Context: an optimization exercise on an open-source flow, tuned for small area and a short achievable clock period. The choices shown serve that exercise and are no tape-out recipe. No run shown here included a check of the RTL's function; only the layout flow was run. Power is estimated from default activity; no workload was simulated.

### flow/flow/run.sh
#!/bin/bash
# Standard layout, with the port buffers chosen here: buf_1 on inputs and
# buf_2 on outputs, instead of the cell that buffer_ports picks by default.
set -euo pipefail
here=$(pwd)
cat > "$here/flow/pre_gpl.tcl" <<'TCL'
buffer_ports -outputs -buffer_cell sky130_fd_sc_hd__buf_2
TCL
cat >> config.mk <<EOC
export BUFFER_PORTS_ARGS = -inputs -buffer_cell sky130_fd_sc_hd__buf_1
export PRE_GLOBAL_PLACE_TCL = $here/flow/pre_gpl.tcl
EOC
bash standard.sh > standard_flow.log 2>&1
### flow/flow/pre_gpl.tcl
buffer_ports -outputs -buffer_cell sky130_fd_sc_hd__buf_2
### flow/standard.sh
#!/bin/bash
# synth_recipe.tcl (not shown) runs the flow's synth.tcl, then flattens the netlist and writes it again
# the make line also repeats each setting of config.mk as NAME=value (left out here)
make -C /OpenROAD-flow-scripts/flow DESIGN_CONFIG=/design/flow/config.mk WORK_HOME=/design/flow/orfs CLKGATE_MAP_FILE= SYNTH_SCRIPT=/design/flow/synth_recipe.tcl "${@:-finish}"
### flow/config.mk
export PLATFORM = sky130hd
export DESIGN_NAME = qu_front_end
export DESIGN_NICKNAME = qu_front_end
export VERILOG_FILES = /design/flow/design.v
export SDC_FILE = /design/flow/constraint.sdc
export NUM_CORES = 4
export LEC_CHECK = 0
export CAP_MARGIN = 20
export CORE_MARGIN = 2
export CORE_UTILIZATION = 58
export CTS_CLUSTER_DIAMETER = 100
export CTS_CLUSTER_SIZE = 22
export SETUP_SLACK_MARGIN = 2.6
export SLEW_MARGIN = 20
export BUFFER_PORTS_ARGS = -inputs -buffer_cell sky130_fd_sc_hd__buf_1
export PRE_GLOBAL_PLACE_TCL = /design/flow/flow/pre_gpl.tcl
### flow/constraint.sdc
create_clock -name core_clock -period 5.0 [get_ports {clk}]
set_input_delay 1.0000 -clock core_clock [delete_from_list [all_inputs] [get_ports {clk}]]
set_output_delay 1.0000 -clock core_clock [all_outputs]
set_load 0.01 [all_outputs]
### flow/design.v
package qu_pkg;
    localparam int instr_w = 32;
    localparam int pc_w = 32;
    localparam int arch_regs = 32;
    localparam int num_pregs = 48;
    localparam int preg_w = $clog2(num_pregs);
    localparam logic [6:0] opc_op = 7'b0110011;
    localparam logic [6:0] opc_op_imm = 7'b0010011;
    localparam logic [6:0] opc_lui = 7'b0110111;
    localparam logic [6:0] funct7_base = 7'b0000000;
    localparam logic [6:0] funct7_alt = 7'b0100000;
    localparam logic [1:0] kind_none = 2'b00;
    localparam logic [1:0] kind_op = 2'b01;
    localparam logic [1:0] kind_opi = 2'b10;
    localparam logic [1:0] kind_lui = 2'b11;
    localparam int rs_entry_w = 174;
endpackage
module qu_front_end (
    input  logic                          clk,
    input  logic                          rst_n,
    input  logic                          redirect,
    input  logic [qu_pkg::pc_w-1:0]       redirect_pc,
    output logic [qu_pkg::pc_w-1:0]       imem_addr,
    input  logic [qu_pkg::instr_w-1:0]    imem_data,
    output logic [qu_pkg::preg_w-1:0]     rf_rd1_addr,
    output logic [qu_pkg::preg_w-1:0]     rf_rd2_addr,
    input  logic [qu_pkg::instr_w-1:0]    rf_rd1_data,
    input  logic [qu_pkg::instr_w-1:0]    rf_rd2_data,
    input  logic                          wb_valid,
    input  logic [qu_pkg::preg_w-1:0]     wb_preg,
    input  logic                          free_valid,
    input  logic [qu_pkg::preg_w-1:0]     free_preg,
    input  logic                          rs_credit,
    output logic                          rs_valid,
    output logic [qu_pkg::rs_entry_w-1:0] rs_entry
);
    localparam int np = qu_pkg::num_pregs;
    logic [31:0] pc;
    logic [6:0]  fd_opc;
    logic [2:0]  fd_f3;
    logic        fd_base;
    logic        fd_alt;
    logic        fd_op;
    logic        fd_opi;
    logic        fd_lui;
    logic [1:0]  fd_kind;
    assign imem_addr = pc;
    assign fd_opc = imem_data[6:0];
    assign fd_f3 = imem_data[14:12];
    assign fd_base = (imem_data[31:25] == qu_pkg::funct7_base);
    assign fd_alt = (imem_data[31:25] == qu_pkg::funct7_alt);
    assign fd_op = (fd_opc == qu_pkg::opc_op)
                   && (fd_base || (fd_alt && (fd_f3 == 3'b000 || fd_f3 == 3'b101)));
    assign fd_opi = (fd_opc == qu_pkg::opc_op_imm)
                    && ((fd_f3 == 3'b001) ? fd_base : (fd_f3 == 3'b101) ? (fd_base || fd_alt) : 1'b1);
    assign fd_lui = (fd_opc == qu_pkg::opc_lui);
    assign fd_kind = (imem_data[11:7] == 5'd0) ? qu_pkg::kind_none
                   : {fd_opi || fd_lui, fd_op || fd_lui};
    logic [3:0]  f_v;
    logic [1:0]  f_rp;
    logic [26:0] f_mem [4];
    logic [26:0] f_head;
    logic        f_full;
    logic        f_empty;
    logic        f_push;
    logic        f_pop;
    logic        f_proper;
    logic        f_borrow;
    assign f_full = &f_v;
    assign f_empty = ~|f_v;
    assign f_push = !f_full && !redirect;
    logic [3:0]  f_ok;
    logic [3:0]  f_rp_oh;
    assign f_head = f_mem[f_rp];
    assign f_proper = |(f_ok & f_rp_oh);
    logic [27:0] pc_dec;
    logic [31:0] f_head_pc;
    assign f_borrow = f_full || (f_rp > pc[3:2]);
    assign f_head_pc = {f_borrow ? pc_dec : pc[31:4], f_rp, pc[1:0]};
    always_ff @(posedge clk) begin
        if (f_push) begin
            f_mem[pc[3:2]] <= {fd_kind, imem_data[31:7]};
            f_ok[pc[3:2]] <= |fd_kind;
        end
        if (f_push && pc[3:2] == 2'b11) begin
            pc_dec <= pc[31:4];
        end
    end
    always_ff @(posedge clk or negedge rst_n) begin
        if (!rst_n) begin
            pc <= '0;
            f_v <= '0;
            f_rp <= '0;
            f_rp_oh <= 4'b0001;
        end else if (redirect) begin
            pc <= redirect_pc;
            f_v <= '0;
            f_rp <= redirect_pc[3:2];
            f_rp_oh <= 4'b0001 << redirect_pc[3:2];
        end else begin
            if (f_push) begin
                pc <= pc + 32'd4;
                f_v[pc[3:2]] <= 1'b1;
            end
            if (f_pop) begin
                f_v[f_rp] <= 1'b0;
                f_rp <= f_rp + 2'd1;
                f_rp_oh <= {f_rp_oh[2:0], f_rp_oh[3]};
            end
        end
    end
    logic [3:0]  d_t;        
    logic [1:0]  d_wp;
    logic [1:0]  d_rp;
    logic [41:0] d_mem [4];
    logic [41:0] d_rest;
    logic [16:0] h_f;
    logic [16:0] b_f [3];
    logic [2:0]  b_wp;
    logic [2:0]  b_rp;
    logic [16:0] b_head;
    logic [16:0] d_in_f;
    logic [41:0] d_in_rest;
    logic        d_full;
    logic        d_empty;
    logic        d_push;
    logic        d_many;
    logic        d_one;
    logic        take;
    assign d_full = d_t[3];
    assign d_empty = !d_t[0];
    assign d_one = d_t[0] && !d_t[1];
    assign d_many = d_t[1];
    assign d_rest = d_mem[d_rp];
    assign b_head = ({17{b_rp[0]}} & b_f[0]) | ({17{b_rp[1]}} & b_f[1]) | ({17{b_rp[2]}} & b_f[2]);
    assign d_in_f = {f_head[26:25], f_head[17:8], f_head[4:0]};
    assign d_in_rest = {f_head_pc, f_head[24:18], f_head[7:5]};
    assign f_pop = !f_empty && (!d_full || !f_proper);
    assign d_push = !f_empty && !d_full && f_proper;
    logic d_fill;
    assign d_fill = !f_empty && !d_full;
    always_ff @(posedge clk) begin
        if (d_fill) begin
            d_mem[d_wp] <= d_in_rest;
        end
    end
    logic h_load;
    logic b_push;
    logic b_pop;
    assign h_load = take || d_empty;
    assign b_push = d_push && !d_empty && !(take && d_one);
    assign b_pop = take && d_many;
    always_ff @(posedge clk) begin
        if (h_load) begin
            h_f <= h_next;
        end
        for (int i = 0; i < 3; i++) begin
            if (d_fill && b_wp[i]) begin
                b_f[i] <= d_in_f;
            end
        end
    end
    logic [1:0]  h_kind;
    logic [4:0]  h_rd;
    logic [4:0]  h_rs1;
    logic [4:0]  h_rs2;
    logic [5:0]  rat [1:31];
    logic [5:0]  rat_full [32];
    logic [np-1:0] free_map;
    logic [np-1:1] busy;
    logic [np-1:0] free_below;
    logic [np-1:0] lowest;
    logic        more_free;
    logic        any_free;
    logic [5:0]  alloc;
    logic        want;
    logic        drain;
    logic        cred_nz;
    logic [5:0]  old_p;
    logic [5:0]  src1_p;
    logic [5:0]  src2_p;
    assign h_kind = h_f[16:15];
    assign h_rs2 = h_f[14:10];
    assign h_rs1 = h_f[9:5];
    assign h_rd = h_f[4:0];
    always_comb begin
        free_below[0] = 1'b0;
        for (int i = 1; i < np; i++) begin
            free_below[i] = |(free_map & ((np'(1) << i) - np'(1)));
        end
        lowest = free_map & ~free_below;
        alloc = '0;
        for (int i = 0; i < np; i++) begin
            alloc = alloc | ({6{lowest[i]}} & 6'(i));
        end
    end
    logic [23:0] fa1, ft1;
    logic [11:0] fa2, ft2;
    logic [5:0]  fa3, ft3;
    logic [2:0]  fa4, ft4;
    always_comb begin
        for (int j = 0; j < 24; j++) begin
            fa1[j] = free_map[2*j] | free_map[2*j+1];
            ft1[j] = free_map[2*j] & free_map[2*j+1];
        end
        for (int j = 0; j < 12; j++) begin
            fa2[j] = fa1[2*j] | fa1[2*j+1];
            ft2[j] = ft1[2*j] | ft1[2*j+1] | (fa1[2*j] & fa1[2*j+1]);
        end
        for (int j = 0; j < 6; j++) begin
            fa3[j] = fa2[2*j] | fa2[2*j+1];
            ft3[j] = ft2[2*j] | ft2[2*j+1] | (fa2[2*j] & fa2[2*j+1]);
        end
        for (int j = 0; j < 3; j++) begin
            fa4[j] = fa3[2*j] | fa3[2*j+1];
            ft4[j] = ft3[2*j] | ft3[2*j+1] | (fa3[2*j] & fa3[2*j+1]);
        end
        more_free = |ft4 || (fa4[0] && fa4[1]) || (fa4[0] && fa4[2]) || (fa4[1] && fa4[2]);
    end
    always_comb begin
        rat_full[0] = 6'd0;
        for (int i = 1; i < 32; i++) begin
            rat_full[i] = rat[i];
        end
    end
    logic        took;
    logic [5:0]  p_preg;
    logic        byp_rs1;
    logic        byp_rs2;
    logic [16:0] h_next;
    assign h_next = d_many ? b_head : d_in_f;
    always_ff @(posedge clk or negedge rst_n) begin
        if (!rst_n) begin
            byp_rs1 <= 1'b0;
            byp_rs2 <= 1'b0;
        end else begin
            byp_rs1 <= take && (h_next[9:5] == h_rd);
            byp_rs2 <= take && (h_next[14:10] == h_rd);
        end
    end
    logic [31:1] h_rs1_oh;
    logic [31:1] h_rs2_oh;
    logic [5:0]  rat_rs1;
    logic [5:0]  rat_rs2;
    always_ff @(posedge clk) begin
        if (h_load) begin
            for (int i = 1; i < 32; i++) begin
                h_rs1_oh[i] <= (h_next[9:5] == 5'(i));
                h_rs2_oh[i] <= (h_next[14:10] == 5'(i));
            end
        end
    end
    always_comb begin
        rat_rs1 = '0;
        rat_rs2 = '0;
        for (int i = 1; i < 32; i++) begin
            rat_rs1 = rat_rs1 | ({6{h_rs1_oh[i]}} & rat[i]);
            rat_rs2 = rat_rs2 | ({6{h_rs2_oh[i]}} & rat[i]);
        end
    end
    assign src1_p = (h_kind == qu_pkg::kind_lui) ? 6'd0 : byp_rs1 ? p_preg : rat_rs1;
    assign src2_p = (h_kind == qu_pkg::kind_op) ? (byp_rs2 ? p_preg : rat_rs2) : 6'd0;
    logic [31:1] m_rd_oh;
    always_comb begin
        old_p = '0;
        for (int i = 1; i < 32; i++) begin
            old_p = old_p | ({6{m_rd_oh[i]}} & rat[i]);
        end
    end
    always_ff @(posedge clk or negedge rst_n) begin
        if (!rst_n) begin
            m_rd_oh <= '0;
        end else begin
            for (int i = 1; i < 32; i++) begin
                m_rd_oh[i] <= take && (h_rd == 5'(i));
            end
        end
    end
    logic        m_v;
    logic [58:0] m_op;
    logic [5:0]  m_rd_p;
    logic [5:0]  m_old_p;
    logic [5:0]  m_src1_p;
    logic [5:0]  m_src2_p;
    logic        m_acc;
    assign p_preg = m_rd_p;
    assign m_acc = !m_v || cred_nz;
    assign want = !d_empty && m_acc;
    assign take = want && any_free;
    always_ff @(posedge clk or negedge rst_n) begin
        if (!rst_n) begin
            d_t <= '0;
            d_wp <= '0;
            d_rp <= '0;
            b_wp <= 3'b001;
            b_rp <= 3'b001;
            m_v <= 1'b0;
            took <= 1'b0;
        end else begin
            took <= take;
            if (d_push && !take) begin
                d_t <= {d_t[2:0], 1'b1};
            end else if (take && !d_push) begin
                d_t <= {1'b0, d_t[3:1]};
            end
            if (d_push) begin
                d_wp <= d_wp + 2'd1;
            end
            if (take) begin
                d_rp <= d_rp + 2'd1;
            end
            if (b_push) begin
                b_wp <= {b_wp[1:0], b_wp[2]};
            end
            if (b_pop) begin
                b_rp <= {b_rp[1:0], b_rp[2]};
            end
            if (m_acc) begin
                m_v <= take;
            end
        end
    end
    always_ff @(posedge clk or negedge rst_n) begin
        if (!rst_n) begin
            for (int i = 1; i < 32; i++) begin
                rat[i] <= 6'(i);
            end
        end else begin
            for (int i = 1; i < 32; i++) begin
                if (m_rd_oh[i]) begin
                    rat[i] <= p_preg;
                end
            end
        end
    end
    always_ff @(posedge clk or negedge rst_n) begin
        if (!rst_n) begin
            for (int i = 0; i < np; i++) begin
                free_map[i] <= (i >= qu_pkg::arch_regs);
            end
            any_free <= 1'b1;
        end else begin
            for (int i = 0; i < np; i++) begin
                if (want && lowest[i]) begin
                    free_map[i] <= 1'b0;
                end
                if (free_valid && free_preg == 6'(i)) begin
                    free_map[i] <= 1'b1;
                end
            end
            any_free <= free_valid || (want ? more_free : any_free);
        end
    end
    always_ff @(posedge clk or negedge rst_n) begin
        if (!rst_n) begin
            busy <= '0;
        end else begin
            for (int i = 1; i < np; i++) begin
                if (wb_valid && wb_preg == 6'(i)) begin
                    busy[i] <= 1'b0;
                end
                if (want && lowest[i]) begin
                    busy[i] <= 1'b1;
                end
            end
        end
    end
    always_ff @(posedge clk) begin
        if (took) begin
            m_old_p <= old_p;
        end
    end
    always_ff @(posedge clk) begin
        if (m_acc) begin
            m_op <= {d_rest[41:10], h_f[16:15], d_rest[9:3], h_f[14:5], d_rest[2:0], h_f[4:0]};
            m_rd_p <= alloc;
            m_src1_p <= src1_p;
            m_src2_p <= src2_p;
        end
    end
    logic [2:0]  credits;
    logic [2:0]  credits_nx;
    logic        busy1;
    logic        busy2;
    logic        rdy1;
    logic        rdy2;
    logic [np-1:0] busy_all;
    assign busy_all = {busy, 1'b0};
    assign rf_rd1_addr = m_src1_p;
    assign rf_rd2_addr = m_src2_p;
    assign drain = m_v && cred_nz;
    assign busy1 = busy_all[m_src1_p];
    assign busy2 = busy_all[m_src2_p];
    assign credits_nx = credits - 3'(drain) + 3'(rs_credit);
    assign rdy1 = !busy1 || (wb_valid && wb_preg == m_src1_p);
    assign rdy2 = !busy2 || (wb_valid && wb_preg == m_src2_p);
    always_ff @(posedge clk or negedge rst_n) begin
        if (!rst_n) begin
            credits <= 3'd6;
            cred_nz <= 1'b1;
            rs_valid <= 1'b0;
        end else begin
            credits <= credits_nx;
            cred_nz <= (credits_nx != 3'd0);
            rs_valid <= drain;
        end
    end
    logic [31:0] e_pc;
    logic [1:0]  e_kind;
    logic [31:7] e_ins;
    logic        e_lui;
    logic        e_op;
    logic [2:0]  e_f3;
    logic        e_alt;
    logic [3:0]  e_alu;
    assign e_pc = m_op[58:27];
    assign e_kind = m_op[26:25];
    assign e_ins = m_op[24:0];
    assign e_lui = (e_kind == qu_pkg::kind_lui);
    assign e_op = (e_kind == qu_pkg::kind_op);
    assign e_f3 = e_ins[14:12];
    assign e_alt = e_ins[30] && (e_op || e_f3 == 3'b101);
    always_comb begin
        case (e_f3)
            3'b000: e_alu = e_alt ? 4'd1 : 4'd0;
            3'b001: e_alu = 4'd2;
            3'b010: e_alu = 4'd3;
            3'b011: e_alu = 4'd4;
            3'b100: e_alu = 4'd5;
            3'b101: e_alu = e_alt ? 4'd7 : 4'd6;
            3'b110: e_alu = 4'd8;
            default: e_alu = 4'd9;
        endcase
        if (e_lui) begin
            e_alu = 4'd10;
        end
    end
    always_ff @(posedge clk) begin
        rs_entry <= {
            e_pc,
            e_alu,
            e_ins[11:7],
            e_lui ? 5'd0 : e_ins[19:15],
            e_op ? e_ins[24:20] : 5'd0,
            !e_op,
            e_lui ? {e_ins[31:12], 12'd0} : {{20{e_ins[31]}}, e_ins[31:20]},
            m_rd_p,
            took ? old_p : m_old_p,
            m_src1_p,
            m_src2_p,
            rdy1,
            rdy1 ? rf_rd1_data : 32'd0,
            rdy2,
            rdy2 ? rf_rd2_data : 32'd0
        };
    end
endmodule
==> flow_metrics.env, run 1 <==
export IMPL_synthesis_nets=3209
export IMPL_timing_clock_skew_ns=0.0394
export IMPL_floorplan_die_width_um=278
export IMPL_route_antenna_remaining_nets=0
export IMPL_maxCapViolCount=0
export IMPL_synth_seq_area_share_pct=65.9
export IMPL_via_per_inst=6.84
export IMPL_area_sequential_um2=28600
export IMPL_top_library_cells_by_usage_in_the_layout_fill_and_taps_aside="sky130_fd_sc_hd__edfxtp_1 (521), sky130_fd_sc_hd__dfrtp_1 (266), sky130_fd_sc_hd__mux2_2 (222)"
export IMPL_finalInstanceArea_um2=47200
export IMPL_worst_setup_path_end_kind="register"
export IMPL_synth_seq_cells=1067
export IMPL_final_layout_size_suffix_gt1_share_pct=20.1
export IMPL_htree_num_levels=2
export IMPL_grt_overflow=0
export IMPL_area_taken_by_multi_input_logic_gates_um2=14200
export IMPL_clock_tree_root_cell="sky130_fd_sc_hd__clkbuf_16"
export IMPL_dpl_cell_area_um2=44900
export IMPL_switching_power_total_uw=9360
export IMPL_ys_async_sr_fraction_pct=35.4
export IMPL_globalRouteMet2Util_pct=55.1
export IMPL_worst_setup_path_start_kind="register"
export IMPL_cts_clk_slew_worst_paths_ns=0.09
export IMPL_avgRoutedWirePerCell_um=32.3
export IMPL_pre_cts_slack_ns=1.71
export IMPL_dp_hpwl_um=88600
export IMPL_yosys_most_used_dff="sky130_fd_sc_hd__edfxtp_1"
export IMPL_timing_slew_headroom_pct=25.1
export IMPL_min_delay_path_class="register to register"
export IMPL_rows=100
export IMPL_hp_start="m_op[48]"
export IMPL_drt_pass1_iter_count=8
export IMPL_fmax_mhz=388
export IMPL_crit_start="m_src1_p[0]"
export IMPL_timing_critical_path_mode_cell="sky130_fd_sc_hd__mux4_2"
export IMPL_cp_data_arrival_time_ns=3.17
export IMPL_core_region_area_um2=74300
export IMPL_io_buffers=364
export IMPL_timing_final_hold_violations=0
export IMPL_critPathMaxFanout=8
export IMPL_holdWs_ns=0.346
export IMPL_drc=0
export IMPL_reg2reg_from="m_src1_p[0]"
export IMPL_clock_tree_from_tritoncts="yes"
export IMPL_synthesis_instances=3044
export IMPL_min_period_over_period_pct=51.6
export IMPL_mostFrequentLayoutCell="sky130_fd_sc_hd__edfxtp_1"
export IMPL_internal_power_consumption_uw=16700
export IMPL_ios=365
export IMPL_grt_antenna_before_repair=1
export IMPL_first_pass_grt_wire_length_um=196000
export IMPL_floorplan_die_height_um=278
export IMPL_clock_sinks=1067
export IMPL_swShare_pct=35.8
export IMPL_outcome="finished clean"
export IMPL_cpPeakStageDelay_ns=0.78
export IMPL_number_of_global_route_vias_before_repair=28200
export IMPL_gp_congestion=0.987
export IMPL_clk_latency_ns=0.68
export IMPL_grt_most_used_layer="met2"
export IMPL_drt_first_iter_violations=3900
export IMPL_initial_utilization_pct=58.4
export IMPL_cp_data_required_time_ns=5.59
export IMPL_power_per_cell_area_nw_per_um2=553
export IMPL_tightestPinTransition_ns=1.12
export IMPL_comb_power_share_pct=22.0
export IMPL_synth_edf_count=521
export IMPL_ir_worst_vdd_uv=345
export IMPL_grt_util_met1_pct=47.5
export IMPL_grt_use_met3_pct=8.31
export IMPL_worst_path_max_delay_cell="sky130_fd_sc_hd__edfxtp_1"
export IMPL_setup_viol_count_final=0
export IMPL_worstPathCellList="mux4_2, mux4_2, nand4b_1, buf_6, o21a_4, and2_4"
export IMPL_vias=28700
export IMPL_rsz_0062_raised_after_global_routing="true"
export IMPL_route_final_wire_length_um=135000
export IMPL_grt_start_max_net_pins=82
export IMPL_floorplan_die_area_um2=77000
export IMPL_cts_path_max_buffers=3
export IMPL_avgSynthCellArea_um2=14.3
export IMPL_finalSetupTns_ns=0
export IMPL_ys_warnings_count=4
export IMPL_final_max_slew_viol_count=0
export IMPL_fillCellCount=5481
export IMPL_timing_final_crit_period_ns=2.58
export IMPL_global_route_usage_total_pct=34.9
export IMPL_nets=3339
export IMPL_fin_ws_ns=2.42
export IMPL_clockPowerShare_pct=18.8
export IMPL_overall_power_uw=26100
export IMPL_p_seq_share_pct=59.2
export IMPL_synth_cell_type_count=79
export IMPL_syn_to_final_growth_pct=8.84
export IMPL_total_leakage_power_uw=0.0178
export IMPL_crit_type="register to register"
export IMPL_numCtsBuffers=55
export IMPL_cts_hold_buffers=0
export IMPL_synth_cell_area_um2=43400
[layout make-up]
| type | instances | share of cell area, % |
|---|---|---|
| Clock buffer | 96 | 3.24 |
| Clock inverter | 8 | 0.252 |
| Antenna cell | 1 | 0.00530 |
| Timing Repair Buffer | 232 | 2.80 |
| Multi-Input combinational cell | 1766 | 30.2 |
| Inverter | 52 | 0.416 |
| Tap cell | 969 | 2.57 |
| Sequential cell | 1067 | 60.6 |
[cell families (layout without fill, tap and decap cells)]
kind of cell	Yosys count	count (layout)	share of synthesized area, %
xor+xnor	66	66	1.33
other cells	0	1	0
buf+inv	215	388	2.11
fa+ha+maj	20	20	0.588
mux	327	327	10.9
flops	1067	1067	65.9
simple gates	756	757	8.90
compound gates	593	596	10.3
[worst max-delay path, delay by kind of cell, from the launching register on]
kind | cells | cell delay (ns)
buf+inv | 1 | 0.15
flops | 1 | 0.78
simple gates | 2 | 0.31
compound gates | 1 | 0.18
mux | 2 | 1.08
[power by group through the flow]
stage	combinational, µW	sequential (µW)	clock [µW]
5_1_grt	6210	15500	5280
3_5_place_dp	5060	15500	0
6_report	5750	15500	4900
3_3_place_gp	4880	15500	0
4_1_cts	5590	15300	4980
2_1_floorplan	4120	13600	0
[through the flow]
step	utilization [%]	cells
CTS	63.2	4170
detailed placement	60.4	4038
global route	63.6	4190
global placement	60.4	4038
finish	63.6	4191
floorplan	-	3044
[registers in the layout (all words and copies together), names as in the netlist, 28 cells and up]
register	cells
pc	32
m_op	59
free_map	48
rat	186
h_rs1_oh	31
d_mem	168
f_mem	108
pc_dec	28
rs_entry	169
busy	47
b_f	51
m_rd_oh	31
h_rs2_oh	31
[layer usage]
metal	routed length (µm)	share of wire (%)
met1	52400	39
met2	62700	46
met3	13700	10
met4	6390	4.7
met5	13	0.0096
[Yosys cell counts (all sizes together) (5+ instances only)]
| library cell | n | share of area, % |
|---|---|---|
| mux4 | 92 | 4.9 |
| nand2 | 167 | 1.4 |
| o22ai | 25 | 0.36 |
| dfstp | 103 | 6.2 |
| xnor2 | 32 | 0.65 |
| a32o | 13 | 0.30 |
| and2 | 102 | 1.5 |
| a21o | 21 | 0.36 |
| or4 | 7 | 0.12 |
| mux2i | 13 | 0.30 |
| ha | 18 | 0.52 |
| clkbuf | 132 | 1.1 |
| nand4 | 51 | 0.76 |
| nand2b | 19 | 0.27 |
| nor2 | 201 | 1.7 |
| and3 | 11 | 0.16 |
| xor2 | 34 | 0.69 |
| a221oi | 77 | 1.6 |
| or2 | 5 | 0.072 |
| inv | 51 | 0.44 |
| nor2b | 20 | 0.29 |
| edfxtp | 521 | 36 |
| a211oi | 8 | 0.15 |
| nand3 | 67 | 0.77 |
| o21bai | 5 | 0.086 |
| dfrtp | 275 | 16 |
| nand3b | 11 | 0.19 |
| a22o | 118 | 2.4 |
| o21ai | 93 | 1.1 |
| a222oi | 23 | 0.53 |
| nor4 | 21 | 0.56 |
| mux2 | 222 | 5.8 |
| a21oi | 49 | 0.58 |
| buf | 31 | 0.52 |
| dfxtp | 168 | 7.7 |
| nand4b | 5 | 0.10 |
| a22oi | 127 | 2.2 |
| nor3 | 53 | 0.65 |
[repair_timing]
item | 4_1_cts | 5_1_grt
gates resized for setup | 43 | 32
cloned | 4 | 0
pin swaps | 29 | 11
endpoints found under the hold margin | 0 | 0
endpoints found under the setup margin | 429 | 217
setup buffers | 24 | 18
[final timing paths]
kind / end / slack, ns / cells past startpoint
max in group asynchronous: rat[7][1] / 3.41 / 2
setup reg to reg: rs_entry[35] / 2.42 / 6
hold / removal: rs_entry[163] / 0.35 / 0
hold reg to reg: rs_entry[163] / 0.35 / 0
min in group asynchronous: busy[32] / 0.48 / 1
setup / recovery: rs_entry[35] / 2.42 / 6
==> run 2, diff against run 1 <==
--- a/flow/design.v
+++ b/flow/design.v
@@ -437,4 +437,9 @@
     end
+    logic [141:0] r_head;
+    logic         r_rdy1;
+    logic         r_rdy2;
+    logic [31:0]  r_data1;
+    logic [31:0]  r_data2;
     always_ff @(posedge clk) begin
-        rs_entry <= {
+        r_head <= {
             e_pc,
@@ -449,9 +454,16 @@
             m_src1_p,
-            m_src2_p,
-            rdy1,
-            rdy1 ? rf_rd1_data : 32'd0,
-            rdy2,
-            rdy2 ? rf_rd2_data : 32'd0
+            m_src2_p
         };
+        r_rdy1 <= rdy1;
+        r_rdy2 <= rdy2;
+        r_data1 <= rf_rd1_data;
+        r_data2 <= rf_rd2_data;
     end
+    assign rs_entry = {
+        r_head,
+        r_rdy1,
+        r_rdy1 ? r_data1 : 32'd0,
+        r_rdy2,
+        r_rdy2 ? r_data2 : 32'd0
+    };
 endmodule
==> run 2 against run 1 <==
Effect of this change:
- clock skew rose by 0.023 ns
- first-iteration DRC count rose by 1.3%
- combinational power hardly changed
- flip-flop and latch count unchanged
- maximum frequency grew 4.1%
- sequential share of layout area grew 0.13 points
- wire length up 4.3%
==> flow_metrics.env, run 2 <==
export IMPL_cts_hold_buffers=0
export IMPL_initial_utilization_pct=58.4
export IMPL_floorplan_die_area_um2=76900
export IMPL_timing_final_crit_period_ns=2.48
export IMPL_rows=100
export IMPL_core_region_area_um2=74200
export IMPL_pre_cts_slack_ns=1.88
export IMPL_setup_viol_count_final=0
export IMPL_holdWs_ns=0.326
export IMPL_finalInstanceArea_um2=47200
export IMPL_synth_seq_cells=1067
export IMPL_vias=29000
export IMPL_drc=0
export IMPL_clock_tree_root_cell="sky130_fd_sc_hd__clkbuf_16"
export IMPL_io_buffers=364
export IMPL_worst_path_buf_inv=1
export IMPL_via_per_inst=6.89
export IMPL_largest_reg_flops=186
export IMPL_first_pass_grt_wire_length_um=202000
export IMPL_worst_reg_to_reg_setup_slack_ns=2.57
export IMPL_timing_final_hold_violations=0
export IMPL_synth_top_area_share_pct=36.1
export IMPL_ios=365
export IMPL_timing_clock_skew_ns=0.0622
export IMPL_synth_edf_count=521
export IMPL_floorplan_die_height_um=277
export IMPL_maxCapViolCount=0
export IMPL_ys_warnings_count=4
export IMPL_nets=3363
export IMPL_synthMostInstantiatedCell="sky130_fd_sc_hd__edfxtp_1"
export IMPL_outcome="finished clean"
export IMPL_total_leakage_power_uw=0.0176
export IMPL_fmax_mhz=404
export IMPL_cts_clk_slew_worst_paths_ns=0.10
export IMPL_final_max_slew_viol_count=0
export IMPL_avgSynthCellArea_um2=14.1
export IMPL_overall_power_uw=25900
export IMPL_clk_latency_ns=0.69
export IMPL_min_delay_path_class="register to register"
export IMPL_floorplan_die_width_um=277
export IMPL_finalSetupTns_ns=0
export IMPL_critPathTopFamily="flip-flops"
export IMPL_worstPathCellList="buf_8, and2_1"
export IMPL_route_final_wire_length_um=141000
export IMPL_avgRoutedWirePerCell_um=33.5
export IMPL_top_library_cells_by_usage_in_the_layout_fill_and_taps_aside="sky130_fd_sc_hd__edfxtp_1 (521), sky130_fd_sc_hd__dfrtp_1 (264), sky130_fd_sc_hd__mux2_2 (221)"
export IMPL_crit_start="r_rdy1"
export IMPL_clock_sinks=1067
export IMPL_min_period_over_period_pct=49.5
export IMPL_worst_reg2reg_path_length_in_cells=4
export IMPL_synth_cell_area_um2=43300
export IMPL_grt_antenna_before_repair=5
export IMPL_global_route_usage_total_pct=36.3
export IMPL_synth_seq_area_share_pct=66.0
export IMPL_worst_setup_path_end_kind="primary output"
export IMPL_mostFrequentLayoutCell="sky130_fd_sc_hd__edfxtp_1"
export IMPL_power_per_cell_area_nw_per_um2=550
export IMPL_critPathMaxFanout=15
export IMPL_worst_path_max_delay_cell="sky130_fd_sc_hd__dfxtp_4"
export IMPL_route_antenna_remaining_nets=0
export IMPL_grt_start_max_net_pins=101
export IMPL_worstReg2RegEnd="m_src1_p[4]"
export IMPL_rsz_0062_raised_after_global_routing="true"
export IMPL_grt_overflow=0
export IMPL_clock_tree_from_tritoncts="yes"
export IMPL_yosys_most_used_dff="sky130_fd_sc_hd__edfxtp_1"
export IMPL_tightestPinTransition_ns=1.16
export IMPL_timing_slew_headroom_pct=21.9
export IMPL_final_layout_size_suffix_gt1_share_pct=20.4
export IMPL_syn_to_final_growth_pct=8.79
export IMPL_fillCellCount=5372
export IMPL_cpPeakStageDelay_ns=0.45
export IMPL_worst_setup_path_start_kind="register"
export IMPL_htree_num_levels=2
export IMPL_synth_top_cells_by_count="sky130_fd_sc_hd__edfxtp_1 (521), sky130_fd_sc_hd__dfrtp_1 (275), sky130_fd_sc_hd__mux2_2 (221)"
export IMPL_drt_pass1_iter_count=7
export IMPL_grt_use_met3_pct=10.6
export IMPL_netlist_top_cells_area="sky130_fd_sc_hd__edfxtp_1 (36%), sky130_fd_sc_hd__dfrtp_1 (16%), sky130_fd_sc_hd__dfxtp_1 (7.8%)"
export IMPL_yosysTopAreaCell="sky130_fd_sc_hd__edfxtp_1"
export IMPL_grt_most_used_layer="met2"
export IMPL_globalRouteMet2Util_pct=54.6
export IMPL_dpl_cell_area_um2=44900
export IMPL_dp_hpwl_um=93300
export IMPL_cp_data_arrival_time_ns=1.48
export IMPL_endpoint="rs_entry[43]"
export IMPL_ys_async_sr_fraction_pct=35.4
export IMPL_grt_util_met1_pct=50.7
export IMPL_cp_data_required_time_ns=4.00
export IMPL_register_name_with_the_most_flops="rat"
export IMPL_cp_num_cells=2
export IMPL_number_of_global_route_vias_before_repair=28700
export IMPL_reg2reg_from="h_rs1_oh[22]"
export IMPL_drt_first_iter_violations=3949
export IMPL_fin_ws_ns=2.52
export IMPL_ir_worst_vdd_uv=480
export IMPL_synthesis_instances=3070
export IMPL_gp_congestion=1.03
export IMPL_synth_cell_type_count=77
export IMPL_crit_type="register to primary output"
export IMPL_numCtsBuffers=55
export IMPL_cts_path_max_buffers=3
export IMPL_synthesis_nets=3237
==> run 2: layout make-up <==
cell class,count,area [µm²],share of cell area [%]
Multi-Input combinational cell,1779,14200,30.0
Clock buffer,97,1550,3.30
Sequential cell,1067,28600,60.7
Antenna cell,2,5.00,0.0106
Clock inverter,6,96.3,0.204
Inverter,65,245,0.520
Timing Repair Buffer,228,1270,2.69
Tap cell,969,1210,2.57
==> run 2: worst min path at each step <==
stage,startpoint,endpoint,slack (ns),cells past startpoint
final,m_op[53],rs_entry[168],0.33,0
after detailed placement,m_op[28],rs_entry[143],0.33,0
after global placement,m_op[1],rs_entry[134],0.33,0
after CTS,m_op[53],rs_entry[168],0.33,0
after global routing,m_op[53],rs_entry[168],0.34,0
after floorplan,m_op[0],rs_entry[133],0.32,0
==> run 2: report_power, final <==
group / switching, µW / internal, µW / total (µW)
Clock: 2830 / 2150 / 4980
Combinational: 3320 / 2420 / 5750
Sequential: 3300 / 11900 / 15200
==> run 2: what timing repair did <==
item / 4_1_cts / 5_1_grt
buffers inserted: 28 / 15
setup endpoints to repair: 413 / 368
pin swaps: 5 / 13
resized for setup: 52 / 31
gates cloned: 1 / 1
==> run 2: worst reg2reg max path, stage by stage, from the launching register on <==
cell	delay, ns
sky130_fd_sc_hd__edfxtp_1	0.73
sky130_fd_sc_hd__a221oi_1	0.61
sky130_fd_sc_hd__nand3_1	0.13
sky130_fd_sc_hd__nor3_1	0.46
sky130_fd_sc_hd__nor3_1	0.21
==> run 2: cells by family after synthesis <==
logic type	after synthesis	synth area share (%)
fa+ha+maj	21	0.623
buf+inv	226	2.08
flops	1067	66.0
compound gates	627	10.4
mux	325	10.8
xor+xnor	62	1.25
simple gates	742	8.86
==> run 2: metal layers <==
metal	vias to the layer above	part of all wire [%]
li1	12000	-
met1	14800	40
met2	1907	44
met3	370	11
met4	8	4.3
met5	-	0.069
==> run 2: stage by stage <==
stage	utilization, %	std cells
floorplan	-	3070
global placement	60.4	4061
detailed placement	60.5	4062
CTS	63.2	4194
global route	63.6	4211
finish	63.6	4213
==> run 3, diff against run 2 <==
--- a/flow/config.mk
+++ b/flow/config.mk
@@ -9,6 +9,6 @@
 export CORE_MARGIN = 2
-export CORE_UTILIZATION = 58
+export CORE_UTILIZATION = 55
 export CTS_CLUSTER_DIAMETER = 100
 export CTS_CLUSTER_SIZE = 22
-export SETUP_SLACK_MARGIN = 2.6
+export SETUP_SLACK_MARGIN = 2.7
 export SLEW_MARGIN = 20
==> run 3 against run 2 <==
Effect of this change:
- worst setup slack lost 0.096 ns
- combinational power grew 8.3%
- sequential share of layout area shrank 0.98 points
- wire length grew 0.98%
- critical path type unchanged
- highest routed layer unchanged
==> flow_metrics.env, run 3 <==
export IMPL_core_region_area_um2=77700
export IMPL_fillCellCount=5831
export IMPL_register_name_with_the_most_flops="rat"
export IMPL_synth_cell_area_um2=43300
export IMPL_initial_utilization_pct=55.8
export IMPL_worst_reg2reg_path_length_in_cells=9
export IMPL_maxCapViolCount=0
export IMPL_global_route_usage_total_pct=34.6
export IMPL_power_per_cell_area_nw_per_um2=550
export IMPL_gp_congestion=0.997
export IMPL_rsz_0062_raised_after_global_routing="true"
export IMPL_synth_top_cells_by_count="sky130_fd_sc_hd__edfxtp_1 (521), sky130_fd_sc_hd__dfrtp_1 (275), sky130_fd_sc_hd__mux2_2 (221)"
export IMPL_worst_setup_path_start_kind="register"
export IMPL_timing_clock_skew_ns=0.0319
export IMPL_synthesis_nets=3237
export IMPL_cp_num_cells=0
export IMPL_worst_reg_to_reg_setup_slack_ns=2.59
export IMPL_yosysTopAreaCell="sky130_fd_sc_hd__edfxtp_1"
export IMPL_ys_async_sr_fraction_pct=35.4
export IMPL_worstReg2RegEnd="cred_nz"
export IMPL_floorplan_die_height_um=285
export IMPL_min_period_over_period_pct=51.5
export IMPL_io_buffers=364
export IMPL_synthesis_instances=3070
export IMPL_netlist_top_cells_area="sky130_fd_sc_hd__edfxtp_1 (36%), sky130_fd_sc_hd__dfrtp_1 (16%), sky130_fd_sc_hd__dfxtp_1 (7.8%)"
export IMPL_setup_viol_count_final=0
export IMPL_drt_pass1_iter_count=7
export IMPL_drt_first_iter_violations=4174
export IMPL_floorplan_die_area_um2=81100
export IMPL_number_of_global_route_vias_before_repair=28400
export IMPL_finalSetupTns_ns=0
export IMPL_largest_reg_flops=186
export IMPL_via_per_inst=6.78
export IMPL_numCtsBuffers=55
export IMPL_htree_num_levels=2
export IMPL_cts_path_max_buffers=3
export IMPL_clock_tree_root_cell="sky130_fd_sc_hd__clkbuf_16"
export IMPL_route_final_wire_length_um=142000
export IMPL_cts_hold_buffers=0
export IMPL_timing_final_crit_period_ns=2.57
export IMPL_avgRoutedWirePerCell_um=32.9
export IMPL_clk_latency_ns=0.68
export IMPL_placed_cells=4132
export IMPL_synth_cell_type_count=77
export IMPL_final_layout_size_suffix_gt1_share_pct=24.3
export IMPL_synth_edf_count=521
export IMPL_floorplan_die_width_um=285
export IMPL_synth_seq_area_share_pct=66.0
export IMPL_grt_start_max_net_pins=123
export IMPL_ir_worst_vdd_uv=422
export IMPL_timing_slew_headroom_pct=24.7
export IMPL_total_leakage_power_uw=0.0180
export IMPL_crit_type="register to primary output"
export IMPL_drc=0
export IMPL_ios=365
export IMPL_avgSynthCellArea_um2=14.1
export IMPL_first_pass_grt_wire_length_um=204000
export IMPL_final_max_slew_viol_count=0
export IMPL_top_library_cells_by_usage_in_the_layout_fill_and_taps_aside="sky130_fd_sc_hd__edfxtp_1 (521), sky130_fd_sc_hd__dfrtp_1 (245), sky130_fd_sc_hd__mux2_2 (221)"
export IMPL_tightestPinTransition_ns=1.13
export IMPL_syn_to_final_growth_pct=10.7
export IMPL_vias=29300
export IMPL_synth_seq_cells=1067
export IMPL_crit_start="m_src2_p[3]"
export IMPL_clock_tree_from_tritoncts="yes"
export IMPL_timing_final_hold_violations=0
export IMPL_endpoint="rf_rd2_addr[3]"
export IMPL_grt_overflow=0
export IMPL_cp_data_arrival_time_ns=1.57
export IMPL_dp_hpwl_um=93100
export IMPL_cts_clk_slew_worst_paths_ns=0.09
export IMPL_ys_warnings_count=4
export IMPL_min_delay_path_class="register to register"
export IMPL_fmax_mhz=389
export IMPL_nets=3406
export IMPL_clock_sinks=1067
export IMPL_route_antenna_remaining_nets=0
export IMPL_worst_setup_path_end_kind="primary output"
export IMPL_synthMostInstantiatedCell="sky130_fd_sc_hd__edfxtp_1"
export IMPL_critPathMaxFanout=7
export IMPL_grt_antenna_before_repair=4
export IMPL_post_layout_nonfiller_instances=4326
export IMPL_outcome="finished clean"
export IMPL_synth_top_area_share_pct=36.1
export IMPL_rows=102
export IMPL_mostFrequentLayoutCell="sky130_fd_sc_hd__edfxtp_1"
export IMPL_final_util_pct=61.7
export IMPL_cp_data_required_time_ns=4.00
export IMPL_reg2reg_from="cred_nz"
export IMPL_yosys_most_used_dff="sky130_fd_sc_hd__edfxtp_1"
==> run 3: cell counts after synthesis <==
Identical to the previous run, type by type.
==> run 3: per-stage QoR <==
| step | total power (µW) | worst slack, ns | hold slack [ns] | instance area (µm²) |
|---|---|---|---|---|
| 2_1_floorplan | 17300 | 2.64 | 0.323 | 43500 |
| 3_3_place_gp | 20300 | 1.92 | 0.330 | 44900 |
| 3_5_place_dp | 20400 | 1.90 | 0.327 | 45000 |
| 4_1_cts | 25900 | 2.42 | 0.336 | 47400 |
| 5_1_grt | 27300 | 2.42 | 0.340 | 48000 |
| 6_report | 26400 | 2.43 | 0.320 | 48000 |
==> run 3: worst min path at each step <==
stage	endpoint	slack [ns]	startpoint	depth (start not counted)
floorplan	rs_entry[133]	0.32	m_op[0]	0
global placement	rs_entry[142]	0.33	m_op[27]	0
detailed placement	rs_entry[148]	0.33	m_op[33]	0
CTS	rs_entry[155]	0.34	m_op[40]	0
global route	rs_entry[168]	0.34	m_op[53]	0
finish	rs_entry[168]	0.32	m_op[53]	0
==> run 3: worst register-to-register path: stages, from the launching register on <==
cell                      delay (ns)
sky130_fd_sc_hd__dfstp_2        0.61
sky130_fd_sc_hd__and2_4         0.23
sky130_fd_sc_hd__ha_4           0.22
sky130_fd_sc_hd__inv_2          0.06
sky130_fd_sc_hd__ha_4           0.12
sky130_fd_sc_hd__inv_2          0.03
sky130_fd_sc_hd__fa_2           0.35
sky130_fd_sc_hd__xnor2_2        0.16
sky130_fd_sc_hd__xnor2_2        0.15
sky130_fd_sc_hd__or3_4          0.39
==> run 3: power breakdown <==
group          internal (µW)  switching [µW]
sequential             11900            3260
combinational           2730            3500
clock                   2150            2830
==> run 3: cell families (layout without fill, tap and decap cells) <==
kind of cell	after synthesis	in the layout	share of synthesized area (%)
AND/OR/NAND/NOR	742	744	8.86
flip-flops	1067	1067	66.0
AO/OA/AOI/OAI	627	627	10.4
multiplexers	325	325	10.8
XOR/XNOR	62	62	1.25
adder cells (fa/ha/maj)	21	21	0.623
buffers and inverters	226	439	2.08
other	0	1	0
==> run 3: per-layer routing <==
layer / vias to the layer above / part of all wire [%] / GRT usage, %
li1: 12100 / - / -
met1: 15100 / 41 / 50.2
met2: 1825 / 44 / 51.0
met3: 329 / 11 / 9.46
met4: 6 / 3.7 / 11.4
met5: - / 0.041 / 0.116
==> run 3: repair_timing <==
action                                  in CTS  in global routing
gates resized for setup                    136                 72
pin swaps                                   20                 21
endpoints found under the setup margin     591                494
buffers inserted                            47                 38
gates cloned                                 1                  3
==> run 3: area by class of cell <==
type / instances / area [µm²] / area share [%]
Clock inverter: 6 / 87.6 / 0.183
Tap cell: 1040 / 1300 / 2.71
Clock buffer: 97 / 1550 / 3.24
Sequential cell: 1067 / 28600 / 59.7
Antenna cell: 1 / 2.50 / 0.00522
Multi-Input combinational cell: 1779 / 14400 / 30.1
Timing Repair Buffer: 271 / 1700 / 3.54
Inverter: 65 / 245 / 0.511
==> run 4, diff against run 3 <==
--- a/flow/design.v
+++ b/flow/design.v
@@ -153,5 +153,3 @@
     always_ff @(posedge clk) begin
-        if (h_load) begin
-            h_f <= h_next;
-        end
+        h_f <= h_f_nx;
         for (int i = 0; i < 3; i++) begin
@@ -244,8 +242,8 @@
     logic [5:0]  rat_rs2;
+    logic [16:0] h_f_nx;
+    assign h_f_nx = h_load ? h_next : h_f;
     always_ff @(posedge clk) begin
-        if (h_load) begin
-            for (int i = 1; i < 32; i++) begin
-                h_rs1_oh[i] <= (h_next[9:5] == 5'(i));
-                h_rs2_oh[i] <= (h_next[14:10] == 5'(i));
-            end
+        for (int i = 1; i < 32; i++) begin
+            h_rs1_oh[i] <= (h_f_nx[9:5] == 5'(i));
+            h_rs2_oh[i] <= (h_f_nx[14:10] == 5'(i));
         end
--- a/flow/config.mk
+++ b/flow/config.mk
@@ -9,6 +9,6 @@
 export CORE_MARGIN = 2
-export CORE_UTILIZATION = 55
+export CORE_UTILIZATION = 58
 export CTS_CLUSTER_DIAMETER = 100
 export CTS_CLUSTER_SIZE = 22
-export SETUP_SLACK_MARGIN = 2.7
+export SETUP_SLACK_MARGIN = 2.6
 export SLEW_MARGIN = 20
==> run 4 against run 3 <==
Effect of this change:
- still clean on timing, DRC and antenna
- critical path depth unchanged
- synthesized area is 1.1% lower
- utilization rose by 2.4 points
- synthesized cell count up 1.1%
- hold slack improved by 0.013 ns
- die area down 6.2%
- flip-flop and latch count is the same
- first-iteration DRC count decreased by 7.4%
==> flow_metrics.env, run 4 <==
export IMPL_synthesis_nets=3268
export IMPL_synth_top_cells_by_count="sky130_fd_sc_hd__edfxtp_1 (449), sky130_fd_sc_hd__dfrtp_1 (275), sky130_fd_sc_hd__dfxtp_1 (240)"
export IMPL_register_name_with_the_most_flops="rat"
export IMPL_synthesis_instances=3103
export IMPL_maxCapViolCount=0
export IMPL_netlist_top_cells_area="sky130_fd_sc_hd__edfxtp_1 (31%), sky130_fd_sc_hd__dfrtp_1 (16%), sky130_fd_sc_hd__dfxtp_1 (11%)"
export IMPL_grt_most_used_layer="met2"
export IMPL_syn_to_final_growth_pct=9.38
export IMPL_fillCellCount=5374
export IMPL_drc=0
export IMPL_crit_type="register to primary output"
export IMPL_clk_latency_ns=0.68
export IMPL_via_per_inst=6.82
export IMPL_synth_top_area_share_pct=31.5
export IMPL_gp_congestion=0.971
export IMPL_finalSetupTns_ns=0
export IMPL_ir_worst_vdd_uv=377
export IMPL_setup_viol_count_final=0
export IMPL_fmax_mhz=400
export IMPL_vias=29000
export IMPL_yosys_most_used_dff="sky130_fd_sc_hd__edfxtp_1"
export IMPL_timing_clock_skew_ns=0.0446
export IMPL_floorplan_die_width_um=276
export IMPL_core_region_area_um2=73100
export IMPL_floorplan_die_height_um=276
export IMPL_cp_data_required_time_ns=4.00
export IMPL_grt_use_met3_pct=9.08
export IMPL_largest_reg_flops=186
export IMPL_clock_tree_root_cell="sky130_fd_sc_hd__clkbuf_16"
export IMPL_ios=365
export IMPL_cts_clk_slew_worst_paths_ns=0.09
export IMPL_io_buffers=364
export IMPL_synth_edf_count=449
export IMPL_grt_overflow=0
export IMPL_area_sequential_um2=27900
export IMPL_numCtsBuffers=55
export IMPL_avgSynthCellArea_um2=13.8
export IMPL_min_delay_path_class="register to register"
export IMPL_mostFrequentLayoutCell="sky130_fd_sc_hd__edfxtp_1"
export IMPL_min_period_over_period_pct=50.0
export IMPL_clock_sinks=1067
export IMPL_floorplan_die_area_um2=76100
export IMPL_initial_utilization_pct=58.6
export IMPL_ys_warnings_count=4
export IMPL_total_leakage_power_uw=0.0176
export IMPL_tightestPinTransition_ns=1.04
export IMPL_dp_hpwl_um=89600
export IMPL_globalRouteMet2Util_pct=54.1
export IMPL_timing_final_hold_violations=0
export IMPL_first_pass_grt_wire_length_um=195000
export IMPL_power_per_cell_area_nw_per_um2=505
export IMPL_worst_reg_to_reg_setup_slack_ns=2.64
export IMPL_grt_start_max_net_pins=110
export IMPL_number_of_global_route_vias_before_repair=28500
export IMPL_synth_cell_area_um2=42900
export IMPL_final_layout_size_suffix_gt1_share_pct=21.6
export IMPL_synth_cell_type_count=90
export IMPL_route_final_wire_length_um=136000
export IMPL_rsz_0062_raised_after_global_routing="true"
export IMPL_avgRoutedWirePerCell_um=32.0
export IMPL_outcome="finished clean"
export IMPL_top_library_cells_by_usage_in_the_layout_fill_and_taps_aside="sky130_fd_sc_hd__edfxtp_1 (449), sky130_fd_sc_hd__dfrtp_1 (265), sky130_fd_sc_hd__dfxtp_1 (238)"
export IMPL_rows=99
export IMPL_timing_slew_headroom_pct=30.4
export IMPL_final_max_slew_viol_count=0
export IMPL_route_antenna_remaining_nets=0
export IMPL_holdWs_ns=0.333
export IMPL_grt_antenna_before_repair=3
export IMPL_clock_tree_from_tritoncts="yes"
export IMPL_worst_setup_path_end_kind="primary output"
export IMPL_synth_seq_area_share_pct=65.1
export IMPL_cts_path_max_buffers=3
export IMPL_synth_seq_cells=1067
export IMPL_timing_final_crit_period_ns=2.50
export IMPL_area_taken_by_multi_input_logic_gates_um2=14400
export IMPL_worst_setup_path_start_kind="register"
export IMPL_critPathMaxFanout=8
export IMPL_global_route_usage_total_pct=35.6
export IMPL_htree_num_levels=2
export IMPL_drt_first_iter_violations=3866
export IMPL_ys_async_sr_fraction_pct=35.4
export IMPL_nets=3403
export IMPL_grt_util_met1_pct=48.8
export IMPL_cp_data_arrival_time_ns=1.50
export IMPL_drt_pass1_iter_count=31
export IMPL_synthMostInstantiatedCell="sky130_fd_sc_hd__edfxtp_1"
export IMPL_yosysTopAreaCell="sky130_fd_sc_hd__edfxtp_1"
[run 4: changes by cell type after synthesis, sizes merged, moves of 6 or more]
cell / change
a2111oi: -6
nor2: +7
edfxtp: -72
nand2: +19
and2: +6
nor4: -8
dfxtp: +72
o21ai: +15
[run 4: worst paths after layout]
kind	from	end	cells past startpoint
max in group asynchronous	rst_n	d_rp[1]	2
hold reg to reg	m_op[41]	rs_entry[156]	0
setup / recovery	m_src2_p[0]	rf_rd2_addr[0]	0
hold / removal	m_op[41]	rs_entry[156]	0
setup reg to reg	free_map[37]	m_rd_p[1]	7
min in group asynchronous	rst_n	busy[34]	1
[run 4: cell families (layout without fill, tap and decap cells)]
| logic type | Yosys count | after routing | synth area share (%) |
|---|---|---|---|
| compound gates | 636 | 636 | 10.7 |
| flops | 1067 | 1067 | 65.1 |
| buf+inv | 227 | 408 | 2.13 |
| fa+ha+maj | 19 | 19 | 0.572 |
| xor+xnor | 60 | 60 | 1.23 |
| other cells | 0 | 3 | 0 |
| mux | 329 | 329 | 11.0 |
| simple gates | 765 | 766 | 9.27 |
[run 4: routing by layer]
metal	vias up	wire (µm)
met5	-	0
met4	0	6600
met3	400	13500
met2	1795	62000
met1	14800	53800
li1	12000	-
[run 4: area by class of cell]
cell class / instances / share of cell area, %
flip-flops and latches: 1067 / 59.5
multi-input cells: 1810 / 30.7
clock inverters: 8 / 0.219
clock buffers: 96 / 3.26
repair buffers: 241 / 3.17
inverters: 63 / 0.521
diodes: 3 / 0.0160
well taps: 959 / 2.56
[run 4: timing repair]
item                       CTS  global route
hold buffers                 0             0
pin swaps                    5            11
cloned                       3             1
buffers inserted            37            14
setup endpoints to repair  361           358
resized for setup           71            42
[run 4: where the power goes]
| part | internal [µW] | switching [µW] | total (µW) |
|---|---|---|---|
| clock | 2120 | 2790 | 4920 |
| sequential | 11400 | 2480 | 13900 |
| combinational | 2180 | 2720 | 4900 |
[run 4: stage by stage]
step | instances | power, µW | instance area, µm² | worst slack (ns) | util [%]
after global placement | 4080 | 18100 | 44300 | 1.83 | 60.7
after detailed placement | 4081 | 18300 | 44400 | 1.71 | 60.7
final | 4247 | 23700 | 46900 | 2.50 | 64.1
after floorplan | 3103 | 16100 | 42900 | 1.84 | -
after global routing | 4245 | 24500 | 46900 | 2.44 | 64.1
after CTS | 4225 | 23500 | 46600 | 2.42 | 63.7
==> run 5, diff against run 4 <==
--- a/flow/design.v
+++ b/flow/design.v
@@ -378,4 +378,3 @@
     end
-    logic [2:0]  credits;
-    logic [2:0]  credits_nx;
+    logic [5:0]  credits;    
     logic        busy1;
@@ -391,3 +390,3 @@
     assign busy2 = busy_all[m_src2_p];
-    assign credits_nx = credits - 3'(drain) + 3'(rs_credit);
+    assign cred_nz = credits[0];
     assign rdy1 = !busy1 || (wb_valid && wb_preg == m_src1_p);
@@ -396,8 +395,10 @@
         if (!rst_n) begin
-            credits <= 3'd6;
-            cred_nz <= 1'b1;
+            credits <= 6'b111111;
             rs_valid <= 1'b0;
         end else begin
-            credits <= credits_nx;
-            cred_nz <= (credits_nx != 3'd0);
+            if (rs_credit && !drain) begin
+                credits <= {credits[4:0], 1'b1};
+            end else if (drain && !rs_credit) begin
+                credits <= {1'b0, credits[5:1]};
+            end
             rs_valid <= drain;
==> run 5 against run 4 <==
Effect of this change:
- sequential share of layout area grew 0.31 points
- critical path depth grew 1
- register-to-register slack lost 0.08 ns
- clock power grew 1%
- still clean
- utilization shrank 0.14 points
- critical path type unchanged
- via count is essentially flat
==> flow_metrics.env, run 5 <==
export IMPL_outcome="finished clean"
export IMPL_clk_latency_ns=0.68
export IMPL_gp_congestion=1.01
export IMPL_timing_clock_skew_ns=0.0256
export IMPL_floorplan_die_height_um=276
export IMPL_global_route_usage_total_pct=35.6
export IMPL_worst_setup_path_end_kind="primary output"
export IMPL_worstPathCellList="and2_1"
export IMPL_drt_first_iter_violations=3937
export IMPL_worst_reg_to_reg_setup_slack_ns=2.56
export IMPL_synth_cell_type_count=78
export IMPL_yosys_most_used_dff="sky130_fd_sc_hd__edfxtp_1"
export IMPL_route_final_wire_length_um=136000
export IMPL_synthesis_instances=3102
export IMPL_critPathTopFamily="flip-flops"
export IMPL_crit_type="register to primary output"
export IMPL_tightestPinTransition_ns=1.12
export IMPL_worst_setup_path_start_kind="register"
export IMPL_ys_warnings_count=4
export IMPL_nets=3400
export IMPL_cp_data_required_time_ns=4.00
export IMPL_cp_data_arrival_time_ns=1.45
export IMPL_total_leakage_power_uw=0.0174
export IMPL_critPathMaxFanout=33
export IMPL_reg2reg_from="free_map[13]"
export IMPL_clock_sinks=1069
export IMPL_ir_worst_vdd_uv=396
export IMPL_grt_antenna_before_repair=5
export IMPL_crit_start="r_rdy2"
export IMPL_final_layout_size_suffix_gt1_share_pct=21.4
export IMPL_synth_seq_area_share_pct=65.2
export IMPL_synth_seq_cells=1069
export IMPL_floorplan_die_width_um=276
export IMPL_synth_top_area_share_pct=31.5
export IMPL_clock_tree_root_cell="sky130_fd_sc_hd__clkbuf_16"
export IMPL_power_per_cell_area_nw_per_um2=530
export IMPL_finalSetupTns_ns=0
export IMPL_cp_num_cells=1
export IMPL_core_region_area_um2=73100
export IMPL_top_library_cells_by_usage_in_the_layout_fill_and_taps_aside="sky130_fd_sc_hd__edfxtp_1 (449), sky130_fd_sc_hd__dfrtp_1 (242), sky130_fd_sc_hd__dfxtp_1 (238)"
export IMPL_final_max_slew_viol_count=0
export IMPL_timing_final_hold_violations=0
export IMPL_synth_top_cells_by_count="sky130_fd_sc_hd__edfxtp_1 (449), sky130_fd_sc_hd__dfrtp_1 (274), sky130_fd_sc_hd__dfxtp_1 (240)"
export IMPL_grt_overflow=0
export IMPL_worst_path_buf_inv=0
export IMPL_ys_async_sr_fraction_pct=35.5
export IMPL_netlist_top_cells_area="sky130_fd_sc_hd__edfxtp_1 (31%), sky130_fd_sc_hd__dfrtp_1 (16%), sky130_fd_sc_hd__dfxtp_1 (11%)"
export IMPL_timing_slew_headroom_pct=25.1
export IMPL_syn_to_final_growth_pct=9.11
export IMPL_io_buffers=364
export IMPL_drt_pass1_iter_count=30
export IMPL_fmax_mhz=408
export IMPL_htree_num_levels=2
export IMPL_drc=0
export IMPL_min_period_over_period_pct=49.1
export IMPL_synthMostInstantiatedCell="sky130_fd_sc_hd__edfxtp_1"
export IMPL_setup_viol_count_final=0
export IMPL_min_delay_path_class="input pin to asynchronous set/reset pin"
export IMPL_initial_utilization_pct=58.6
export IMPL_cts_path_max_buffers=3
export IMPL_worst_path_max_delay_cell="sky130_fd_sc_hd__dfxtp_4"
export IMPL_avgRoutedWirePerCell_um=32.0
export IMPL_maxCapViolCount=0
export IMPL_synth_edf_count=449
export IMPL_numCtsBuffers=55
export IMPL_dp_hpwl_um=90200
export IMPL_overall_power_uw=24800
export IMPL_register_name_with_the_most_flops="rat"
export IMPL_cpPeakStageDelay_ns=0.54
export IMPL_synthesis_nets=3265
export IMPL_timing_final_crit_period_ns=2.45
export IMPL_floorplan_die_area_um2=76100
export IMPL_avgSynthCellArea_um2=13.8
export IMPL_via_per_inst=6.83
export IMPL_rows=99
export IMPL_worst_reg2reg_path_length_in_cells=6
export IMPL_first_pass_grt_wire_length_um=196000
export IMPL_mostFrequentLayoutCell="sky130_fd_sc_hd__edfxtp_1"
export IMPL_number_of_global_route_vias_before_repair=28500
export IMPL_rsz_0062_raised_after_global_routing="true"
export IMPL_worstReg2RegEnd="free_map[46]"
export IMPL_ios=365
export IMPL_synth_cell_area_um2=42900
export IMPL_yosysTopAreaCell="sky130_fd_sc_hd__edfxtp_1"
export IMPL_grt_start_max_net_pins=124
export IMPL_route_antenna_remaining_nets=0
export IMPL_vias=29000
export IMPL_cts_clk_slew_worst_paths_ns=0.09
export IMPL_clock_tree_from_tritoncts="yes"
export IMPL_largest_reg_flops=186
==> run 5: cell types whose count changed after synthesis, moves of 6 or more <==
cell,previous run,this run
sky130_fd_sc_hd__nand2_1,183,175
sky130_fd_sc_hd__or2_2,2,9
sky130_fd_sc_hd__o22ai_1,15,25
sky130_fd_sc_hd__buf_2,18,4
sky130_fd_sc_hd__a22oi_1,123,129
sky130_fd_sc_hd__o21ai_0,151,137
sky130_fd_sc_hd__nor3_1,41,54
sky130_fd_sc_hd__nor2_1,189,178
sky130_fd_sc_hd__and3_1,9,15
sky130_fd_sc_hd__inv_1,63,50
sky130_fd_sc_hd__nand2b_1,14,22
sky130_fd_sc_hd__clkbuf_1,127,149
==> run 5: area by class of cell <==
cell class | instances | area [µm²]
repair buffers | 245 | 1400
flip-flops and latches | 1069 | 28000
fillers | 5378 | 26300
multi-input cells | 1813 | 14300
diodes | 2 | 5.00
inverters | 51 | 204
well taps | 959 | 1200
clock inverters | 5 | 86.3
repair inverters | 2 | 17.5
clock buffers | 98 | 1580
==> run 5: what timing repair did <==
action                     CTS  global route
hold buffers                 0             0
cloned                       2             0
setup buffers               41            17
setup endpoints to repair  344           310
pin swaps                   12             3
gates resized for setup     56            46
==> run 5: worst max-delay path by stage <==
stage | to | slack, ns
2_1_floorplan | free_map[46] | 2.46
3_3_place_gp | any_free | 2.16
3_5_place_dp | h_rs1_oh[22] | 2.07
4_1_cts | r_rdy1 | 2.50
5_1_grt | rf_rd1_addr[0] | 2.47
6_report | rs_entry[18] | 2.55
==> run 5: logic make-up after synthesis <==
family / Yosys count / share of synthesized area (%)
DFF: 1069 / 65.2
and+or+nand+nor: 770 / 9.23
muxes: 333 / 11.2
xor gates and xnor gates: 53 / 1.08
buffers and inverters: 220 / 2.00
adders and majority gates: 17 / 0.496
AOI/OAI and AO/OA: 640 / 10.9
==> run 5: where the power goes <==
group | switching (µW) | internal [µW] | leakage [µW]
Clock | 2800 | 2180 | 0.000788
Combinational | 2960 | 2300 | 0.00574
Sequential | 2810 | 11700 | 0.0109
Total | 8570 | 16200 | 0.0174
==> run 5: per-layer routing <==
layer  vias up  GRT usage [%]  wire [µm]
li1      12100              -          -
met1     14700           49.0      53100
met2      1852           54.3      61600
met3       382           9.66      15000
met4         8           14.0       6030
met5         -              0         58
==> run 5: stage by stage <==
stage               cell area (µm²)  worst slack [ns]  utilization [%]  instances  hold WS (ns)
floorplan                     42900              2.46                -       3102         0.323
global placement              44300              2.16             60.6       4076         0.325
detailed placement            44300              2.07             60.7       4077         0.327
CTS                           46500              2.50             63.6       4223         0.282
global route                  46800              2.47             64.0       4242         0.298
finish                        46800              2.55             64.0       4244         0.289
==> run 6, diff against run 5 <==
--- a/flow/config.mk
+++ b/flow/config.mk
@@ -9,6 +9,6 @@
 export CORE_MARGIN = 2
-export CORE_UTILIZATION = 58
+export CORE_UTILIZATION = 55
 export CTS_CLUSTER_DIAMETER = 100
 export CTS_CLUSTER_SIZE = 22
-export SETUP_SLACK_MARGIN = 2.6
+export SETUP_SLACK_MARGIN = 2.65
 export SLEW_MARGIN = 20
==> run 6 against run 5 <==
Effect of this change:
- still clean
- sequential share of layout area decreased by 0.45 points
- sequential power about the same
- clock skew increased by 0.0073 ns
- critical path depth increased by 1
- hold slack improved by 0.056 ns
- global-route usage decreased by 2.1 points
- worst setup slack got worse by 0.016 ns
==> flow_metrics.env, run 6 <==
export IMPL_outcome="finished clean"
export IMPL_drc=0
export IMPL_reg2reg_from="free_map[10]"
export IMPL_endpoint="rs_entry[9]"
export IMPL_rows=102
export IMPL_drt_first_iter_violations=3610
export IMPL_timing_slew_headroom_pct=24.5
export IMPL_top_library_cells_by_usage_in_the_layout_fill_and_taps_aside="sky130_fd_sc_hd__edfxtp_1 (449), sky130_fd_sc_hd__dfrtp_1 (241), sky130_fd_sc_hd__dfxtp_1 (238)"
export IMPL_crit_type="register to primary output"
export IMPL_number_of_global_route_vias_before_repair=28700
export IMPL_ios=365
export IMPL_drt_pass1_iter_count=8
export IMPL_grt_antenna_before_repair=2
export IMPL_synthMostInstantiatedCell="sky130_fd_sc_hd__edfxtp_1"
export IMPL_synth_edf_count=449
export IMPL_power_per_cell_area_nw_per_um2=530
export IMPL_clk_latency_ns=0.68
export IMPL_worst_reg_to_reg_setup_slack_ns=2.61
export IMPL_worstReg2RegEnd="free_map[46]"
export IMPL_synth_cell_type_count=78
export IMPL_timing_final_hold_violations=0
export IMPL_avgRoutedWirePerCell_um=31.6
export IMPL_global_route_usage_total_pct=33.5
export IMPL_synth_top_cells_by_count="sky130_fd_sc_hd__edfxtp_1 (449), sky130_fd_sc_hd__dfrtp_1 (274), sky130_fd_sc_hd__dfxtp_1 (240)"
export IMPL_floorplan_die_area_um2=80200
export IMPL_ir_worst_vdd_uv=401
export IMPL_initial_utilization_pct=55.4
export IMPL_register_name_with_the_most_flops="rat"
export IMPL_synthesis_instances=3102
export IMPL_ys_warnings_count=4
export IMPL_final_max_slew_viol_count=0
export IMPL_syn_to_final_growth_pct=9.92
export IMPL_fmax_mhz=405
export IMPL_critPathMaxFanout=8
export IMPL_pre_cts_slack_ns=1.98
export IMPL_yosysTopAreaCell="sky130_fd_sc_hd__edfxtp_1"
export IMPL_min_delay_path_class="register to register"
export IMPL_synthesis_nets=3265
export IMPL_tightestPinTransition_ns=1.13
export IMPL_synth_seq_area_share_pct=65.2
export IMPL_post_layout_nonfiller_instances=4331
export IMPL_rsz_0062_raised_after_global_routing="true"
export IMPL_synth_top_area_share_pct=31.5
export IMPL_via_per_inst=6.72
export IMPL_final_util_pct=60.9
export IMPL_crit_start="r_rdy2"
export IMPL_mostFrequentLayoutCell="sky130_fd_sc_hd__edfxtp_1"
export IMPL_fin_ws_ns=2.53
export IMPL_final_layout_size_suffix_gt1_share_pct=22.5
export IMPL_cts_path_max_buffers=3
export IMPL_cp_data_arrival_time_ns=1.47
export IMPL_yosys_most_used_dff="sky130_fd_sc_hd__edfxtp_1"
export IMPL_dp_hpwl_um=90300
export IMPL_placed_cells=4155
export IMPL_grt_start_max_net_pins=132
export IMPL_clock_sinks=1069
export IMPL_numCtsBuffers=55
export IMPL_route_final_wire_length_um=137000
export IMPL_clock_tree_from_tritoncts="yes"
export IMPL_first_pass_grt_wire_length_um=197000
export IMPL_cts_clk_slew_worst_paths_ns=0.08
export IMPL_gp_congestion=0.991
export IMPL_finalSetupTns_ns=0
export IMPL_clock_tree_root_cell="sky130_fd_sc_hd__clkbuf_16"
export IMPL_overall_power_uw=24900
export IMPL_min_period_over_period_pct=49.4
export IMPL_worst_reg2reg_path_length_in_cells=6
export IMPL_timing_final_crit_period_ns=2.47
export IMPL_cts_hold_buffers=0
export IMPL_floorplan_die_width_um=283
export IMPL_netlist_top_cells_area="sky130_fd_sc_hd__edfxtp_1 (31%), sky130_fd_sc_hd__dfrtp_1 (16%), sky130_fd_sc_hd__dfxtp_1 (11%)"
==> run 6: cell count changes in the layout (fill, tap and decap cells not counted), moves of 3 or more <==
cell                       previous run  this run
sky130_fd_sc_hd__clkbuf_2             1         4
sky130_fd_sc_hd__o21ai_0            125       121
sky130_fd_sc_hd__and2_4               0        19
sky130_fd_sc_hd__nor2_4               1         5
sky130_fd_sc_hd__buf_4               85        82
sky130_fd_sc_hd__dfrtp_2             29        32
sky130_fd_sc_hd__buf_6                3         7
sky130_fd_sc_hd__o31ai_4              0         3
sky130_fd_sc_hd__nand2_4              0         3
sky130_fd_sc_hd__o31ai_2              4         1
sky130_fd_sc_hd__and2_1              97        80
sky130_fd_sc_hd__o21ai_1              9        13
sky130_fd_sc_hd__clkinv_4             3         0
==> run 6: power by group <==
group	total [µW]	switching (µW)	internal [µW]
Sequential	14500	2780	11700
Clock	4910	2790	2120
Combinational	5520	3090	2430
==> run 6: routing by layer <==
metal / track usage [%] / part of all wire, % / vias to the layer above
li1: - / - / 12100
met1: 46.0 / 40 / 14900
met2: 51.4 / 46 / 1829
met3: 8.20 / 9.8 / 348
met4: 13.9 / 4.7 / 4
met5: 0 / 0.021 / -
==> run 6: layout make-up <==
class | instances | area (µm²)
fillers | 5924 | 30200
flip-flops and latches | 1069 | 28000
multi-input cells | 1814 | 14500
clock buffers | 97 | 1530
repair buffers | 250 | 1470
well taps | 1040 | 1300
inverters | 51 | 221
clock inverters | 7 | 105
repair inverters | 1 | 16.3
diodes | 2 | 5.00
==> run 6: worst max-delay path, cell delays in order (launching register included) <==
cell and delay [ns]:
sky130_fd_sc_hd__dfxtp_4 0.41, sky130_fd_sc_hd__clkbuf_2 0.18, sky130_fd_sc_hd__and2_1 0.22
==> run 6: per-stage QoR <==
step / hold slack [ns] / instance area, µm²
global placement: 0.327 / 44400
detailed placement: 0.327 / 44400
floorplan: 0.323 / 42900
CTS: 0.346 / 46700
global route: 0.351 / 47100
finish: 0.345 / 47100
==> run 6: cell families after synthesis <==
logic type	count (synthesis)	share of synthesized area, %
flops	1069	65.2
simple gates	770	9.23
compound gates	640	10.9
mux	333	11.2
buf+inv	220	2.00
xor+xnor	53	1.08
fa+ha+maj	17	0.496
==> run 6: worst min path at each step <==
stage	from	depth (start not counted)	endpoint
finish	m_op[51]	0	rs_entry[166]
global route	m_op[33]	0	rs_entry[148]
CTS	m_op[51]	0	rs_entry[166]
detailed placement	m_op[51]	0	rs_entry[166]
global placement	m_op[38]	0	rs_entry[153]
floorplan	m_op[0]	0	rs_entry[133]
==> run 6: what timing repair did <==
item | CTS | global route
setup buffers | 45 | 20
setup endpoints to repair | 359 | 311
resized for setup | 74 | 80
gates cloned | 1 | 1
pin swaps | 12 | 9

Check on run 6: ideal ports give 2.531 ns setup slack; a clkbuf_16 on the clock port and buf_2 on the inputs give 2.459 ns; moving port delays by the midpoint clock arrival (0.732 ns) as well gives 2.065 ns.
